This design comes from an exercise in tuning for small area, a short achievable clock period and few clock cycles on the open sky130 flow, not from production work.
RTL that was checked went through simulation tests only; none was proved equivalent to the original.
Function not checked in runs 2 and 3: the RTL went through the layout flow alone.
Power and IR drop assume default switching activity.

`flow/design.v`:
```
module udp_send_top #(
    parameter logic [15:0] SRC_PORT  = 16'h1234,
    parameter logic [7:0]  IP_TTL    = 8'h40,
    parameter int          BUF_WORDS = 128
) (
    input  logic        clk,
    input  logic        reset,
    input  logic [31:0] local_IP_in,
    input  logic [47:0] local_MAC_in,
    input  logic [31:0] remote_ip_addr_in,
    input  logic [47:0] remote_mac_addr_in,
    input  logic        arp_reply_in,
    output logic        arp_reply_ack_out,
    input  logic        udp_from_app_valid,
    input  logic [31:0] udp_from_app_data,
    input  logic [3:0]  udp_from_app_keep,
    input  logic        udp_from_app_last,
    output logic        udp_to_app_ready,
    input  logic [31:0] dest_ip_addr,
    input  logic [15:0] dest_port,
    input  logic [15:0] data_from_app_length,
    input  logic [7:0]  tcp_ctrl_type,
    output logic [7:0]  axis_tdata_out,
    output logic        axis_tvalid_out,
    output logic        axis_tlast_out,
    input  logic        axis_tready_in
);
    localparam int R   = 128;       
    localparam int QR  = 8;         
    localparam int NRT = R / QR;    
    localparam int QW  = 32;        
    localparam int NWT = R / QW;    
    localparam int EQ  = 4;         
    localparam logic [18:0] CSUM0 = 19'h4500 + 19'd28 + 19'h4000 + 19'({IP_TTL, 8'h11});
    logic        ack_q, arp_valid_q;
    logic [31:0] arp_ip_q;
    logic [47:0] arp_mac_q;
    logic        arp_take, arp_hit;
    assign arp_take = arp_reply_in && !ack_q;
    assign arp_hit  = arp_valid_q && (arp_ip_q == dest_ip_addr);
    always_ff @(posedge clk or posedge reset) begin
        if (reset) begin
            ack_q       <= 1'b0;
            arp_valid_q <= 1'b0;
        end else begin
            ack_q <= arp_take;
            if (arp_take) arp_valid_q <= 1'b1;
        end
    end
    always_ff @(posedge clk) begin
        if (arp_take) begin
            arp_ip_q  <= remote_ip_addr_in;
            arp_mac_q <= remote_mac_addr_in;
        end
    end
    logic [31:0] ring [R];
    logic [NWT-1:0] wsel_q;         
    always_ff @(posedge clk) begin
        for (int p = 0; p < R; p++) begin
            if (p % QW == 0 && wsel_q[p / QW]) ring[p] <= udp_from_app_data;
            else                              ring[p] <= ring[(p + R - 1) % R];
        end
    end
    logic        ready_q;
    logic [6:0]  npos_q, npos_d;
    logic [7:0]  occ_q, occ_d;
    logic [6:0]  wc_q;
    logic [1:0]  nst_q, nst_d;      
    logic        acc, fin, ready_d;
    logic [47:0] n_dmac, n_lmac;
    logic [31:0] n_lip, n_dip;
    logic [15:0] n_dport, n_dlen;
    logic [6:0]  n_nm1;
    logic [9:0]  n_L;
    logic        fetch, load;
    logic [7:0]  skip_amt;
    assign acc = udp_from_app_valid && ready_q;
    assign fin = acc && (udp_from_app_last || wc_q == 7'd127);
    always_comb begin
        npos_d  = acc ? npos_q : npos_q + 7'd1;
        occ_d   = occ_q + {7'd0, acc} - {7'd0, fetch} - skip_amt;
        nst_d   = fin ? 2'd1 : (nst_q == 2'd1) ? 2'd2 : (load ? 2'd0 : nst_q);
        ready_d = (npos_d % 7'(QW) == 7'd0) && (occ_d < 8'(R)) && (nst_d == 2'd0);
    end
    always_ff @(posedge clk or posedge reset) begin
        if (reset) begin
            ready_q <= 1'b0;
            npos_q  <= 7'(R - 1);
            occ_q   <= '0;
            wc_q    <= '0;
            nst_q   <= '0;
            wsel_q  <= '0;
        end else begin
            ready_q <= ready_d;
            npos_q  <= npos_d;
            occ_q   <= occ_d;
            nst_q   <= nst_d;
            if (acc) wc_q <= fin ? 7'd0 : wc_q + 7'd1;
            for (int k = 0; k < NWT; k++) wsel_q[k] <= ready_d && (npos_d / 7'(QW) == 7'(k));
        end
    end
    always_ff @(posedge clk) begin
        if (fin) begin
            n_dmac  <= arp_hit ? arp_mac_q : '1;
            n_lmac  <= local_MAC_in;
            n_lip   <= local_IP_in;
            n_dip   <= dest_ip_addr;
            n_dport <= dest_port;
            n_dlen  <= data_from_app_length;
            n_nm1   <= wc_q;
        end
        if (nst_q == 2'd1) begin
            n_L <= (n_dlen < 16'({n_nm1 + 8'd1, 2'b00})) ? n_dlen[9:0] : 10'({n_nm1 + 8'd1, 2'b00});
        end
    end
    logic        active_q;
    logic [9:0]  bc_q;              
    logic [47:0] c_dmac, c_lmac;
    logic [31:0] c_lip, c_dip;
    logic [15:0] c_dport;
    logic [9:0]  c_L, c_last;
    logic [7:0]  fleft_q, skip_q;   
    logic [6:0]  rpos_q;            
    logic [15:0] id_q;
    logic [18:0] cacc_q;            
    logic [3:0]  cs_q;
    logic [31:0] q [EQ];
    logic [1:0]  qr_q, qw_q;
    logic [2:0]  qc_q;
    logic        tvalid_q, tlast_q;
    logic [7:0]  tdata_q;
    logic        adv, in_hdr, have, is_last, take, pop, done, skip_now;
    logic [1:0]  bsel;
    logic [7:0]  hb, pb, need;
    logic [31:0] rdata, qword;
    logic [15:0] totlen, udplen, cterm;
    always_comb begin
        adv      = !tvalid_q || axis_tready_in;
        in_hdr   = bc_q < 10'd42;
        have     = active_q && (in_hdr || qc_q != 3'd0);
        is_last  = bc_q == c_last;
        take     = adv && have;
        bsel     = {~bc_q[1], bc_q[0]};
        pop      = take && !in_hdr && (bsel == 2'd3 || is_last);
        done     = take && is_last;
        load     = nst_q == 2'd2 && (!active_q || done);
        skip_now = fleft_q == 8'd0 && skip_q != 8'd0;
        skip_amt = skip_now ? skip_q : 8'd0;
        fetch    = active_q && fleft_q != 8'd0 && qc_q != 3'(EQ) && rpos_q % 7'(QR) == 7'd0;
        rdata    = ring[(rpos_q / 7'(QR)) * QR];
        need     = 8'((11'(n_L) + 11'd3) >> 2);
        qword    = q[qr_q];
        pb       = qword[8 * (3 - bsel) +: 8];
        totlen   = 16'(c_L) + 16'd28;
        udplen   = 16'(c_L) + 16'd8;
        case (bc_q[5:0])
            6'd0:  hb = c_dmac[47:40];
            6'd1:  hb = c_dmac[39:32];
            6'd2:  hb = c_dmac[31:24];
            6'd3:  hb = c_dmac[23:16];
            6'd4:  hb = c_dmac[15:8];
            6'd5:  hb = c_dmac[7:0];
            6'd6:  hb = c_lmac[47:40];
            6'd7:  hb = c_lmac[39:32];
            6'd8:  hb = c_lmac[31:24];
            6'd9:  hb = c_lmac[23:16];
            6'd10: hb = c_lmac[15:8];
            6'd11: hb = c_lmac[7:0];
            6'd12: hb = 8'h08;
            6'd13: hb = 8'h00;
            6'd14: hb = 8'h45;
            6'd15: hb = 8'h00;
            6'd16: hb = totlen[15:8];
            6'd17: hb = totlen[7:0];
            6'd18: hb = id_q[15:8];
            6'd19: hb = id_q[7:0];
            6'd20: hb = 8'h40;
            6'd21: hb = 8'h00;
            6'd22: hb = IP_TTL;
            6'd23: hb = 8'h11;
            6'd24: hb = ~cacc_q[15:8];
            6'd25: hb = ~cacc_q[7:0];
            6'd26: hb = c_lip[31:24];
            6'd27: hb = c_lip[23:16];
            6'd28: hb = c_lip[15:8];
            6'd29: hb = c_lip[7:0];
            6'd30: hb = c_dip[31:24];
            6'd31: hb = c_dip[23:16];
            6'd32: hb = c_dip[15:8];
            6'd33: hb = c_dip[7:0];
            6'd34: hb = SRC_PORT[15:8];
            6'd35: hb = SRC_PORT[7:0];
            6'd36: hb = c_dport[15:8];
            6'd37: hb = c_dport[7:0];
            6'd38: hb = udplen[15:8];
            6'd39: hb = udplen[7:0];
            default: hb = 8'h00;
        endcase
        case (cs_q)
            4'd1:    cterm = 16'(c_L);
            4'd2:    cterm = id_q;
            4'd3:    cterm = c_lip[31:16];
            4'd4:    cterm = c_lip[15:0];
            4'd5:    cterm = c_dip[31:16];
            default: cterm = c_dip[15:0];
        endcase
    end
    always_ff @(posedge clk or posedge reset) begin
        if (reset) begin
            active_q <= 1'b0;
            bc_q     <= '0;
            fleft_q  <= '0;
            skip_q   <= '0;
            rpos_q   <= 7'(R - 2);
            id_q     <= '0;
            cs_q     <= '0;
            qr_q     <= '0;
            qw_q     <= '0;
            qc_q     <= '0;
            tvalid_q <= 1'b0;
        end else begin
            if (load) begin
                active_q <= 1'b1;
                bc_q     <= '0;
            end else if (done) begin
                active_q <= 1'b0;
            end else if (take) begin
                bc_q <= bc_q + 10'd1;
            end
            if (done) id_q <= id_q + 16'd1;
            if (load) begin
                fleft_q <= need;
                skip_q  <= 8'({1'b0, n_nm1} + 8'd1) - need;
            end else begin
                if (fetch) fleft_q <= fleft_q - 8'd1;
                if (skip_now) skip_q <= '0;
            end
            rpos_q <= rpos_q + 7'd1 - 7'(fetch) - 7'(skip_amt);
            if (fetch) qw_q <= qw_q + 2'd1;
            if (pop)   qr_q <= qr_q + 2'd1;
            qc_q <= qc_q + 3'(fetch) - 3'(pop);
            if (load) cs_q <= 4'd1;
            else if (cs_q != 4'd0 && cs_q != 4'd9) cs_q <= cs_q + 4'd1;
            if (adv) tvalid_q <= have;
        end
    end
    always_ff @(posedge clk) begin
        if (load) begin
            c_dmac  <= n_dmac;
            c_lmac  <= n_lmac;
            c_lip   <= n_lip;
            c_dip   <= n_dip;
            c_dport <= n_dport;
            c_L     <= n_L;
            c_last  <= n_L + 10'd41;
            cacc_q  <= CSUM0;
        end else if (cs_q >= 4'd1 && cs_q <= 4'd6) begin
            cacc_q <= cacc_q + 19'(cterm);
        end else if (cs_q == 4'd7 || cs_q == 4'd8) begin
            cacc_q <= 19'(cacc_q[15:0]) + 19'(cacc_q[18:16]);
        end
        if (fetch) q[qw_q] <= rdata;
        if (take) begin
            tdata_q <= in_hdr ? hb : pb;
            tlast_q <= is_last;
        end
    end
    logic unused;
    assign unused            = ^{tcp_ctrl_type, udp_from_app_keep};
    assign udp_to_app_ready  = ready_q;
    assign arp_reply_ack_out = ack_q;
    assign axis_tdata_out    = tdata_q;
    assign axis_tvalid_out   = tvalid_q;
    assign axis_tlast_out    = tlast_q;
endmodule
```
`flow/run.sh`:
```
#!/bin/bash
# synth_recipe.tcl (not shown) runs the flow's synth.tcl, then flattens the netlist and writes it again
# the make line also repeats each setting of config.mk as NAME=value (left out here)
make -C /OpenROAD-flow-scripts/flow DESIGN_CONFIG=/design/flow/config.mk WORK_HOME=/design/flow/orfs CLKGATE_MAP_FILE= SYNTH_SCRIPT=/design/flow/synth_recipe.tcl finish
```
`flow/config.mk`:
```
export PLATFORM = sky130hd
export DESIGN_NAME = udp_send_top
export DESIGN_NICKNAME = udp_send_top
export VERILOG_FILES = /design/flow/design.v
export SDC_FILE = /design/flow/constraint.sdc
export NUM_CORES = 4
export LEC_CHECK = 0
export CAP_MARGIN = 20
export CORE_MARGIN = 2
export CORE_UTILIZATION = 40
export SLEW_MARGIN = 20
```
`flow/constraint.sdc`:
```
create_clock -name core_clock -period 11.0 [get_ports {clk}]
set_input_delay 2.2000 -clock core_clock [delete_from_list [all_inputs] [get_ports {clk}]]
set_output_delay 2.2000 -clock core_clock [all_outputs]
set_load 0.01 [all_outputs]
```
==> results of run 1 <==
-- worst min-delay path by stage --
stage               slack [ns]  cells after the start           from            end
finish                    0.25                      0     ring[5][0]     ring[6][0]
global route              0.26                      0   ring[87][19]   ring[88][19]
CTS                       0.25                      0     ring[5][0]     ring[6][0]
detailed placement        0.31                      0  ring[100][27]  ring[101][27]
global placement          0.31                      0   ring[41][19]   ring[42][19]
floorplan                 0.31                      0    ring[99][0]   ring[100][0]
-- worst max-delay path: cells and delay by family --
| family | cells | cell delay [ns] |
|---|---|---|
| simple gates | 5 | 2.89 |
| buf+inv | 1 | 0.52 |
| xor+xnor | 1 | 0.13 |
-- cells in the mapped netlist (17+ instances only) --
cell type / n
dfxtp_1: 4115
o21ai_0: 89
mux4_2: 42
nor2b_1: 18
and3_1: 41
a21oi_1: 80
nand3_1: 144
a32oi_1: 19
inv_1: 103
and2_1: 24
nand2_1: 147
buf_2: 35
a221oi_1: 38
a22oi_1: 137
ha_1: 96
a31oi_1: 32
nor2_1: 162
o2111ai_1: 17
a222oi_1: 26
xnor2_1: 106
nor3_1: 35
nand4_1: 51
buf_1: 26
dfrtp_1: 80
mux2_2: 136
mux2i_1: 47
nor4_1: 21
clkbuf_1: 100
edfxtp_1: 622
a22o_1: 30
nand2b_1: 17
xor2_1: 53
or2_2: 52
-- cell families after synthesis --
family / after synthesis
DFF: 4830
buffers and inverters: 279
xor gates and xnor gates: 159
and+or+nand+nor: 779
muxes: 225
adders and majority gates: 105
AOI/OAI and AO/OA: 602
-- stage by stage --
stage / util, % / setup WS, ns
floorplan: - / 2.09
global placement: 42.9 / 5.04
global route: 47.9 / 5.67
detailed placement: 42.9 / 4.96
finish: 47.9 / 5.88
CTS: 47.9 / 5.77
-- flip-flops by register name, summed over array words and instances, names as in the netlist, 16 cells and up --
name / count
c_dmac: 48
c_lip: 32
cacc_q: 19
n_dmac: 48
id_q: 16
c_dip: 32
ring: 4096
n_dip: 32
q: 128
arp_ip_q: 32
c_dport: 16
n_lmac: 48
n_dport: 16
n_dlen: 16
c_lmac: 48
arp_mac_q: 48
n_lip: 32
-- placed cells by master (no fill, tap or decap), types with 74 or more instances in the layout --
master           instances
dfxtp_1               4115
edfxtp_1               622
clkbuf_16              440
clkdlybuf4s50_1        273
nand2_1                146
nand3_1                144
nor2_1                 144
a22oi_1                137
mux2_2                 136
xnor2_1                106
inv_1                  102
clkbuf_8               102
ha_1                    93
o21ai_0                 89
a21oi_1                 80
clkbuf_1                78
buf_4                   78
dfrtp_1                 74
-- layout make-up --
cell class	count	area, um^2	share of cell area, %
clock inverter	165	2050	1.45
multi-input combinational	1870	14400	10.2
tap	3919	4900	3.47
inverter	108	415	0.294
antenna	7	17.5	0.0124
sequential	4830	103000	73.2
timing repair buffer	352	3340	2.36
clock buffer	620	12700	9.00
-- power breakdown --
part	switching (uW)	internal [uW]	leakage, uW
clock	6380	8780	0.00725
combinational	2120	789	0.00710
sequential	111	18100	0.0402
-- routing by layer --
metal	wire length [um]	GRT usage [%]
met2	111000	25.0
met5	53	0
met4	6970	5.21
met3	13700	3.01
met1	119000	23.3
==> run summary, run 1 <==
post-synthesis mux area share=2.48%; pin count of the biggest net entering global routing=138; initial antenna violation count=27; WL final=250000 um; fin crit period=5.12 ns; share of post-route cells with drive strength above 1=13.5%; final HPWL from detailed placement=154000 um; non-filler cells, final=11871; DIE HEIGHT=549 um; post-synth cell types=92; slew margin rel.=20.0%; simple logic cell fraction of the synthesized area=3.40%; all-layer global routing usage=16.3%; reg2reg end=wsel_q[0]; sequential fraction of the synthesis area=87.1%; Critical path origin=dest_ip_addr[16]; Area growth syn-to-layout=19.0%; pins over their slew limit=0; CP max stage delay=0.99 ns; Post-synth EDFFs=622; Design Power=36200 uW; Max Fclk=195 MHz; DP Area=126000 um^2; IO buf count=273; H-Tree Depth=5; CTS tree=built; max-cap check violation count=0; top-area cell type share of the netlist area=69.4%; WHS=0.255 ns; largest family of logic cells by synthesized area=compound AO/OA/AOI/OAI gates; Post-CTS Resized=0; Remaining DRCs=0; Die Area=301000 um^2; r2r worst-path depth=16; Peak VDD IR=187 uV; core area=295000 um^2; outcome=finished clean; Total Nets Final=7967; Syn Nets=7358; CP Capture Point=n_dmac[28]; CTS max path bufs=4; worst skew pair latency=0.97 ns; Sink Count=4830; r2r setup slk=6.04 ns; Yosys warnings=2; placed cell count=11079; Final Instance Area=141000 um^2; filler cell count=24540; global placer's final weighted congestion=0.899; first-pass GRT wire length=363000 um; Worst Max-Slew Pin Slew=1.19 ns; top post-synthesis cells by area=dfxtp_1, edfxtp_1, dfrtp_1, mux2_2, ha_1; Syn Area/Cell=17.0 um^2; P per Cell Area=257 nW/um^2; WP data required=11.66 ns; area of the mapped netlist=119000 um^2; root buf cell=clkbuf_16; critical-path cell list=clkdlybuf4s50_1 -> xnor2_1 -> nand4_1 -> nor4_2 -> nand4_1 -> or4_4 -> or2_2; GRT Residual Overflow=0; Synth Area in XOR/XNOR=1.17%; Main synth FF type=dfxtp_1; Post-synth ARST share=1.93%; DRT antenna net count=0; Initial Util=40.3%; Critical Path End Type=register; Synth Instances=6979; Worst path slowest cell=nor4_2; CTS clk-pin slew, worst paths=0.06 ns; complex-gate fraction of the synthesized area=3.68%; wire per inst=21.1 um; Die Wd=549 um; area leader, netlist=dfxtp_1; vias post-DR=53716; vias in the first global route=54525; P_leak=0.0545 uW; Final Cycle Share=46.5%; Setup crit start kind=primary input; Setup TNS=0 ns; cts hold-fix bufs=0; Crit Path Max Fanout=48; Setup violations, final=0; Cell Rows=199; Post-CTS Setup Bufs=0; Worst R2R Start=fleft_q[2]; clk_skew=0.0852 ns; most used cell, CP=nand4_1; initial DRC count=4078; Hold Crit Class=reg -> reg; setup repair after global routing missed its margin=no; num ports=286; DR pass1 iterations=6; CP Class=in -> reg; Post-Synth Adder-Cell Area=1.16%; CP arrival=5.78 ns; CTS buffer count=426; Yosys reg bits=4830; count of final hold-check violations=0; DR vias/cell=4.52
Testbench counts, summed over its fixed seeds: cycles 37,268.
==> run 2: changes to the inputs <==
--- a/flow/design.v
+++ b/flow/design.v
@@ -118,7 +118,9 @@
     logic [47:0] c_dmac, c_lmac;
     logic [31:0] c_lip, c_dip;
     logic [15:0] c_dport;
-    logic [9:0]  c_L, c_last;
+    logic [9:0]  c_L, a_last;       
+    logic [6:0]  c_nm1;
+    logic        hv_q;              
     logic [7:0]  fleft_q, skip_q;   
     logic [6:0]  rpos_q;            
     logic [15:0] id_q;
@@ -129,7 +131,7 @@
     logic [2:0]  qc_q;
     logic        tvalid_q, tlast_q;
     logic [7:0]  tdata_q;
-    logic        adv, in_hdr, have, is_last, take, pop, done, skip_now;
+    logic        adv, in_hdr, have, is_last, take, pop, done, skip_now, start;
     logic [1:0]  bsel;
     logic [7:0]  hb, pb, need;
     logic [31:0] rdata, qword;
@@ -138,17 +140,18 @@
         adv      = !tvalid_q || axis_tready_in;
         in_hdr   = bc_q < 10'd42;
         have     = active_q && (in_hdr || qc_q != 3'd0);
-        is_last  = bc_q == c_last;
+        is_last  = bc_q == a_last;
         take     = adv && have;
         bsel     = {~bc_q[1], bc_q[0]};
         pop      = take && !in_hdr && (bsel == 2'd3 || is_last);
         done     = take && is_last;
-        load     = nst_q == 2'd2 && (!active_q || done);
+        start    = hv_q && (!active_q || done);
+        load     = nst_q == 2'd2 && !hv_q && (!active_q || !in_hdr || done);
         skip_now = fleft_q == 8'd0 && skip_q != 8'd0;
         skip_amt = skip_now ? skip_q : 8'd0;
         fetch    = active_q && fleft_q != 8'd0 && qc_q != 3'(EQ) && rpos_q % 7'(QR) == 7'd0;
         rdata    = ring[(rpos_q / 7'(QR)) * QR];
-        need     = 8'((11'(n_L) + 11'd3) >> 2);
+        need     = 8'((11'(c_L) + 11'd3) >> 2);
         qword    = q[qr_q];
         pb       = qword[8 * (3 - bsel) +: 8];
         totlen   = 16'(c_L) + 16'd28;
@@ -212,14 +215,15 @@
             fleft_q  <= '0;
             skip_q   <= '0;
             rpos_q   <= 7'(R - 2);
-            id_q     <= '0;
+            id_q     <= '1;
+            hv_q     <= 1'b0;
             cs_q     <= '0;
             qr_q     <= '0;
             qw_q     <= '0;
             qc_q     <= '0;
             tvalid_q <= 1'b0;
         end else begin
-            if (load) begin
+            if (start) begin
                 active_q <= 1'b1;
                 bc_q     <= '0;
             end else if (done) begin
@@ -227,10 +231,12 @@
             end else if (take) begin
                 bc_q <= bc_q + 10'd1;
             end
-            if (done) id_q <= id_q + 16'd1;
-            if (load) begin
+            if (load) hv_q <= 1'b1;
+            else if (start) hv_q <= 1'b0;
+            if (load) id_q <= id_q + 16'd1;
+            if (start) begin
                 fleft_q <= need;
-                skip_q  <= 8'({1'b0, n_nm1} + 8'd1) - need;
+                skip_q  <= 8'({1'b0, c_nm1} + 8'd1) - need;
             end else begin
                 if (fetch) fleft_q <= fleft_q - 8'd1;
                 if (skip_now) skip_q <= '0;
@@ -252,13 +258,14 @@
             c_dip   <= n_dip;
             c_dport <= n_dport;
             c_L     <= n_L;
-            c_last  <= n_L + 10'd41;
+            c_nm1   <= n_nm1;
             cacc_q  <= CSUM0;
         end else if (cs_q >= 4'd1 && cs_q <= 4'd6) begin
             cacc_q <= cacc_q + 19'(cterm);
         end else if (cs_q == 4'd7 || cs_q == 4'd8) begin
             cacc_q <= 19'(cacc_q[15:0]) + 19'(cacc_q[18:16]);
         end
+        if (start) a_last <= c_L + 10'd41;
         if (fetch) q[qw_q] <= rdata;
         if (take) begin
             tdata_q <= in_hdr ? hb : pb;
--- a/flow/config.mk
+++ b/flow/config.mk
@@ -7,5 +7,6 @@
 export LEC_CHECK = 0
 export CAP_MARGIN = 20
 export CORE_MARGIN = 2
-export CORE_UTILIZATION = 40
+export CORE_UTILIZATION = 60
+export CTS_BUF_LIST = sky130_fd_sc_hd__clkbuf_4 sky130_fd_sc_hd__clkbuf_8
 export SLEW_MARGIN = 20
==> run summary, run 2 <==
outcome=finished clean (unchanged); WHS=0.282 ns (was 0.255 ns); switch share=25.4% (was 23.8%); most common cell after layout, fill and taps aside=dfxtp_1 (unchanged); Die Wd=448 um (was 549 um); Crit Path Max Fanout=20 (was 48); Max Fclk=203 MHz (was 195 MHz); r2r setup slk=6.06 ns (was 6.04 ns); Post-CTS Setup Bufs=0 (unchanged); top-count cell post-synth=dfxtp_1 (unchanged); clk_skew=0.0768 ns (was 0.0852 ns); root buf cell=clkbuf_8 (was clkbuf_16); initial antenna violation count=26 (was 27); pins over their slew limit=0 (unchanged); Yosys reg bits=4838 (was 4830); worst skew pair latency=1.08 ns (was 0.97 ns); H-Tree Depth=6 (was 5); all-layer global routing usage=24.7% (was 16.3%); Peak VDD IR=194 uV (was 187 uV); count of final hold-check violations=0 (unchanged); first-pass GRT wire length=359000 um (was 363000 um); Total Nets Final=8129 (was 7967); most used cell, CP=buf_4 (was nand4_1); CTS tree=built (unchanged); sequential fraction of the synthesis area=87.6% (was 87.1%); Post-synth ARST share=1.94% (was 1.93%); slew margin rel.=28.4% (was 20.0%); post-synth cell types=88 (was 92); Critical Path End Type=register (unchanged); top post-synthesis cells by area=dfxtp_1, edfxtp_1, dfrtp_1, mux2_2, ha_1 (unchanged); post-placement setup slack=5.10 ns (was 4.96 ns); Post-synth EDFFs=629 (was 622); global placer's final weighted congestion=0.924 (was 0.899); fin crit period=4.94 ns (was 5.12 ns); WL final=247000 um (was 250000 um); Layout Utilization=70.8% (was 47.9%); CTS clk-pin slew, worst paths=0.06 ns (about the same); DIE HEIGHT=448 um (was 549 um); P per Cell Area=273 nW/um^2 (was 257 nW/um^2); Syn Area/Cell=17.2 um^2 (was 17.0 um^2); initial DRC count=3788 (was 4078); register with the most flip-flops=ring (unchanged); Top Registers=ring x4096, q x128 (unchanged); pin count of the biggest net entering global routing=83 (was 138); CP arrival=5.64 ns (was 5.78 ns); Post-CTS Resized=0 (unchanged); CP Class=reg -> reg (was in -> reg); WP data required=11.70 ns (was 11.66 ns); IO buf count=273 (unchanged); Syn Nets=7245 (was 7358); crit-path leading delay family=simple AND/OR/NAND/NOR gates (unchanged); CTS max path bufs=4 (unchanged); Final Cycle Share=44.9% (was 46.5%); DR vias/cell=4.96 (was 4.52); Setup violations, final=0 (unchanged); vias post-DR=54140 (was 53716); Area growth syn-to-layout=17.6% (was 19.0%); Worst Max-Slew Pin Slew=1.07 ns (was 1.19 ns); final HPWL from detailed placement=154000 um (about the same); Seq pwr share=50.6% (was 50.1%); Cell Rows=163 (was 199); cts hold-fix bufs=0 (unchanged); final worst slack=6.06 ns (was 5.88 ns); DRT antenna net count=0 (unchanged); num ports=286 (unchanged); Gate power share=11.5% (was 8.0%); DR pass1 iterations=6 (unchanged); Synth Instances=6863 (was 6979); top-area cell type share of the netlist area=69.6% (was 69.4%); Net Switching=9660 uW (was 8620 uW); Setup crit start kind=register (was primary input); CTS buffer count=697 (was 426); core area=197000 um^2 (was 295000 um^2); CP max stage delay=0.94 ns (was 0.99 ns); clock share of power=38.0% (was 41.8%); most frequent cells in the layout=dfxtp_1, clkbuf_8, edfxtp_1 (was dfxtp_1, edfxtp_1, clkbuf_16); Remaining DRCs=0 (unchanged); max-cap check violation count=0 (unchanged); wire per inst=22.6 um (was 21.1 um); Die Area=201000 um^2 (was 301000 um^2); Critical path buffers and inverters=2 (was 1); Worst path slowest cell=nor2_2 (was nor4_2); area leader, netlist=dfxtp_1 (unchanged); filler cell count=12992 (was 24540); DP Area=124000 um^2 (was 126000 um^2); P_leak=0.0548 uW (was 0.0545 uW); Setup TNS=0 ns (unchanged); Sink Count=4838 (was 4830); Final Instance Area=139000 um^2 (was 141000 um^2); critical-path cell list=buf_4 -> nand2b_1 -> nor2_2 -> buf_4 -> a221oi_1 -> o2111ai_1 -> nor2_1 -> a21oi_1 (was clkdlybuf4s50_1 -> xnor2_1 -> nand4_1 -> nor4_2 -> nand4_1 -> or4_4 -> or2_2); Initial Util=60.2% (was 40.3%); Largest register FFs=4096 (unchanged); vias in the first global route=55598 (was 54525); Int Power=28400 uW (was 27600 uW); setup repair after global routing missed its margin=no (unchanged); GRT Residual Overflow=0 (unchanged); Yosys warnings=2 (unchanged); Main synth FF type=dfxtp_1 (unchanged); area of the mapped netlist=118000 um^2 (was 119000 um^2); synth cell count leaders=dfxtp_1, edfxtp_1, nor2_1 (unchanged); Hold Crit Class=reg -> reg (unchanged); share of post-route cells with drive strength above 1=19.2% (was 13.5%)
## run 2: logic make-up after synthesis
group | after synthesis | synth area share, %
muxes | 231 | 2.55
xor gates and xnor gates | 152 | 1.12
AOI/OAI and AO/OA | 613 | 3.82
DFF | 4838 | 87.6
and+or+nand+nor | 658 | 2.84
adders and majority gates | 108 | 1.20
buffers and inverters | 263 | 0.891
## run 2: power groups by stage
stage                     Combinational [uW]  Clock [uW]  Sequential, uW
after detailed placement                4360           0           19600
final                                   4360       14500           19300
after global routing                    4650       15600           19300
after global placement                  4310           0           19600
after floorplan                         2530           0           19300
after CTS                               4380       14800           19300
## run 2: final timing paths
kind                        startpoint     endpoint  depth (start not counted)
hold / removal             ring[37][0]  ring[38][0]                          0
hold reg to reg            ring[37][0]  ring[38][0]                          0
max in group asynchronous        reset  arp_valid_q                          3
setup reg to reg             rpos_q[5]     q[0][15]                          8
setup / recovery             rpos_q[5]     q[0][15]                          8
min in group asynchronous        reset     occ_q[5]                          2
## run 2: metal layers
| metal | up-vias | share of wire, % | routed length [um] | track usage (%) |
|---|---|---|---|---|
| li1 | 25363 | - | - | - |
| met1 | 26908 | 46 | 113000 | 34.7 |
| met2 | 1402 | 46 | 113000 | 38.2 |
| met3 | 463 | 5.1 | 12700 | 5.31 |
| met4 | 4 | 3.1 | 7560 | 8.95 |
| met5 | - | 0.011 | 27 | 0 |
## run 2: layout make-up
cell class	instances	area [um^2]	area share, %
diodes	19	47.5	0.0341
flip-flops and latches	4838	104000	74.5
repair buffers	346	3300	2.37
multi-input cells	1762	13800	9.94
inverters	102	393	0.282
well taps	2640	3300	2.37
clock buffers	1110	13700	9.86
clock inverters	108	953	0.685
## run 2: metrics by stage
step / power [uW] / std cells
final: 38100 / 10925
after global routing: 39600 / 10918
after CTS: 38400 / 10906
after detailed placement: 24000 / 9688
after global placement: 23900 / 9688
after floorplan: 21900 / 6863
==> run 3: changes to the inputs <==
--- a/flow/config.mk
+++ b/flow/config.mk
@@ -7,6 +7,6 @@
 export LEC_CHECK = 0
 export CAP_MARGIN = 20
 export CORE_MARGIN = 2
-export CORE_UTILIZATION = 60
-export CTS_BUF_LIST = sky130_fd_sc_hd__clkbuf_4 sky130_fd_sc_hd__clkbuf_8
+export CORE_UTILIZATION = 40
+export CTS_BUF_LIST = sky130_fd_sc_hd__clkbuf_8
 export SLEW_MARGIN = 20
==> run summary, run 3 <==
outcome=finished clean (unchanged); max-cap check violation count=0 (unchanged); Crit Path Max Fanout=23 (was 20); top-count cell post-synth=dfxtp_1 (unchanged); CTS clk-pin slew, worst paths=0.06 ns (about the same); Remaining DRCs=0 (unchanged); DP Area=126000 um^2 (was 124000 um^2); Syn Area/Cell=17.2 um^2 (unchanged); count of final hold-check violations=0 (unchanged); DR pass1 iterations=6 (unchanged); Sink Count=4838 (unchanged); Cell Rows=199 (was 163); post-synth cell types=88 (unchanged); wire per inst=20.2 um (was 22.6 um); Setup crit start kind=register (unchanged); setup repair after global routing missed its margin=no (unchanged); most common cell after layout, fill and taps aside=dfxtp_1 (unchanged); initial DRC count=4105 (was 3788); Post-synth ARST share=1.94% (unchanged); Peak VDD IR=136 uV (was 194 uV); Max Fclk=202 MHz (was 203 MHz); WP data required=11.67 ns (was 11.70 ns); sequential fraction of the synthesis area=87.6% (unchanged); all-layer global routing usage=16.1% (was 24.7%); Area growth syn-to-layout=17.9% (was 17.6%); Final Cycle Share=45.1% (was 44.9%); most used cell, CP=buf_4 (unchanged); CP arrival=5.63 ns (was 5.64 ns); critical-path cell list=buf_4 -> nand2b_1 -> nor2_4 -> buf_4 -> a222oi_1 -> o2111ai_1 -> nor2_1 -> a21oi_1 (was buf_4 -> nand2b_1 -> nor2_2 -> buf_4 -> a221oi_1 -> o2111ai_1 -> nor2_1 -> a21oi_1); final HPWL from detailed placement=150000 um (was 154000 um); Die Area=300000 um^2 (was 201000 um^2); cts hold-fix bufs=0 (unchanged); DRT antenna net count=0 (unchanged); CP Class=reg -> reg (unchanged); Setup violations, final=0 (unchanged); Post-CTS Resized=0 (unchanged); pins over their slew limit=0 (unchanged); initial antenna violation count=31 (was 26); P per Cell Area=265 nW/um^2 (was 273 nW/um^2); CP max stage delay=0.88 ns (was 0.94 ns); filler cell count=24687 (was 12992); pin count of the biggest net entering global routing=144 (was 83); top post-synthesis cells by area=dfxtp_1, edfxtp_1, dfrtp_1, mux2_2, ha_1 (unchanged); vias in the first global route=55595 (was 55598); vias post-DR=54368 (was 54140); Main synth FF type=dfxtp_1 (unchanged); Total Nets Final=8117 (was 8129); GRT Residual Overflow=0 (unchanged); global placer's final weighted congestion=0.894 (was 0.924); Worst Max-Slew Pin Slew=1.27 ns (was 1.07 ns); Top Registers=ring x4096, q x128 (unchanged); DIE HEIGHT=548 um (was 448 um); Syn Nets=7245 (unchanged); register with the most flip-flops=ring (unchanged); Die Wd=548 um (was 448 um); slew margin rel.=15.0% (was 28.4%); P_leak=0.0548 uW (about the same); Setup TNS=0 ns (unchanged); Critical Path End Type=register (unchanged); root buf cell=clkbuf_8 (unchanged); fin crit period=4.96 ns (was 4.94 ns); Synth Instances=6863 (unchanged); top-area cell type share of the netlist area=69.6% (unchanged); Final Instance Area=140000 um^2 (was 139000 um^2); area leader, netlist=dfxtp_1 (unchanged); most frequent cells in the layout=dfxtp_1, clkbuf_8, edfxtp_1 (unchanged); synth cell count leaders=dfxtp_1, edfxtp_1, nor2_1 (unchanged); Hold Crit Class=reg -> reg (unchanged); CTS tree=built (unchanged); IO buf count=273 (unchanged); Initial Util=40.2% (was 60.2%); Largest register FFs=4096 (unchanged); first-pass GRT wire length=359000 um (about the same); share of post-route cells with drive strength above 1=16.1% (was 19.2%); core area=294000 um^2 (was 197000 um^2); Yosys reg bits=4838 (unchanged); Worst path slowest cell=a21oi_1 (was nor2_2); Post-CTS Setup Bufs=0 (unchanged); WL final=246000 um (was 247000 um); Yosys warnings=2 (unchanged); CTS max path bufs=4 (unchanged); DR vias/cell=4.46 (was 4.96); area of the mapped netlist=118000 um^2 (unchanged); CTS buffer count=685 (was 697); H-Tree Depth=6 (unchanged); worst skew pair latency=1.03 ns (was 1.08 ns); clk_skew=0.0943 ns (was 0.0768 ns); Post-synth EDFFs=629 (unchanged); num ports=286 (unchanged)
run 3: changes by cell type in the layout (fill, tap and decap cells not counted), moves of 3 or more:
cell | before | now
bufinv_16 | 14 | 10
inv_6 | 8 | 15
inv_8 | 2 | 8
clkbuf_4 | 247 | 0
clkinvlp_4 | 15 | 12
clkinv_2 | 51 | 67
inv_1 | 97 | 332
nor2_2 | 5 | 8
inv_12 | 0 | 3
clkinv_1 | 20 | 30
diode_2 | 19 | 13
clkbuf_8 | 863 | 826
nor2_4 | 10 | 7
run 3: area by class of cell:
| cell class | instances | area (um^2) | area share [%] |
|---|---|---|---|
| tap | 3919 | 4900 | 3.52 |
| antenna | 13 | 32.5 | 0.0233 |
| clock buffer | 826 | 11400 | 8.15 |
| clock inverter | 380 | 2010 | 1.44 |
| sequential | 4838 | 104000 | 74.3 |
| inverter | 102 | 393 | 0.282 |
| timing repair buffer | 346 | 3300 | 2.37 |
| multi-input combinational | 1762 | 13800 | 9.91 |
run 3: per-layer routing:
layer / up-vias / share of wire [%] / global-route usage, %
met2: 1578 / 44 / 23.9
met5: - / 0.036 / 0
li1: 25335 / - / -
met3: 458 / 6.0 / 3.88
met1: 26983 / 48 / 23.1
met4: 14 / 2.5 / 5.10
run 3: worst max-delay path, delay by kind of cell (launching register included):
kind | cells | cell delay, ns
simple gates | 3 | 1.37
compound gates | 3 | 1.22
buf+inv | 2 | 1.11
flops | 1 | 0.87
run 3: path summary, 6_finish.rpt:
kind / from / end / slack (ns) / cells after the start
worst min-delay path: ring[116][27] / ring[117][27] / 0.28 / 0
worst max-delay path: rpos_q[5] / q[1][5] / 6.04 / 8
min in group asynchronous: reset / wc_q[2] / 1.54 / 2
worst min register to register: ring[116][27] / ring[117][27] / 0.28 / 0
max in group asynchronous: reset / qr_q[0] / 8.32 / 3
worst max register to register: rpos_q[5] / q[1][5] / 6.04 / 8
run 3: logic make-up (layout without fill, tap and decap cells):
family                   after synthesis  in the layout  synth area share [%]
flip-flops                          4838           4838                  87.6
other                                  0             13                     0
XOR/XNOR                             152            152                  1.12
buffers and inverters                263           1654                 0.891
adder cells (fa/ha/maj)              108            108                  1.20
multiplexers                         231            231                  2.55
AO/OA/AOI/OAI                        613            613                  3.82
AND/OR/NAND/NOR                      658            658                  2.84
run 3: stage by stage:
| stage | total power [uW] | instances | utilization (%) | setup slack [ns] | hold WS (ns) |
|---|---|---|---|---|---|
| final | 37000 | 12186 | 47.4 | 6.04 | 0.283 |
| after global routing | 38500 | 12182 | 47.4 | 5.61 | 0.289 |
| after CTS | 37400 | 12172 | 47.4 | 6.07 | 0.275 |
| after detailed placement | 24000 | 10966 | 42.9 | 5.03 | 0.312 |
| after global placement | 23900 | 10966 | 42.9 | 5.06 | 0.310 |
| after floorplan | 21900 | 6863 | - | 3.13 | 0.310 |
run 3: where the power goes:
part	internal [uW]	leakage, uW	switching [uW]
Combinational	1450	0.00695	2990
Sequential	18700	0.0401	490
Clock	7050	0.00779	6310
Total	27200	0.0548	9790

## separate check: timing with driven ports
In the flow no input, the clock included, has a driving cell. The finished layouts below were timed again as built, in two steps.
Step 1 sets driving cells, clkbuf_16 on the clock port and buf_2 on the other inputs (assumed; they add their load-dependent delay and slew).
Step 2 moves the port delays by t, midway between the first and last clock arrival at a register: inputs arrive t later, outputs are due t later. That takes back most of the time a late clock gives input paths.
Slacks: ideal ports / drivers / drivers and shift; pairs: ideal ports / drivers.
run	shift t [ns]	setup slack, ns	clock arrival spread, ns	cell pins on the clock port's net
run 1	1.014	5.883 / 5.950 / 4.936	0.101 / 0.101	1
run 2	1.124	6.064 / 6.064 / 5.059	0.078 / 0.078	1
run 3	1.073	6.043 / 6.043 / 5.088	0.117 / 0.116	1
After both steps every run listed still meets setup and hold. For run 2, which loses most, drivers alone change the setup slack by 0.000 ns; drivers and shift together by -1.005 ns.
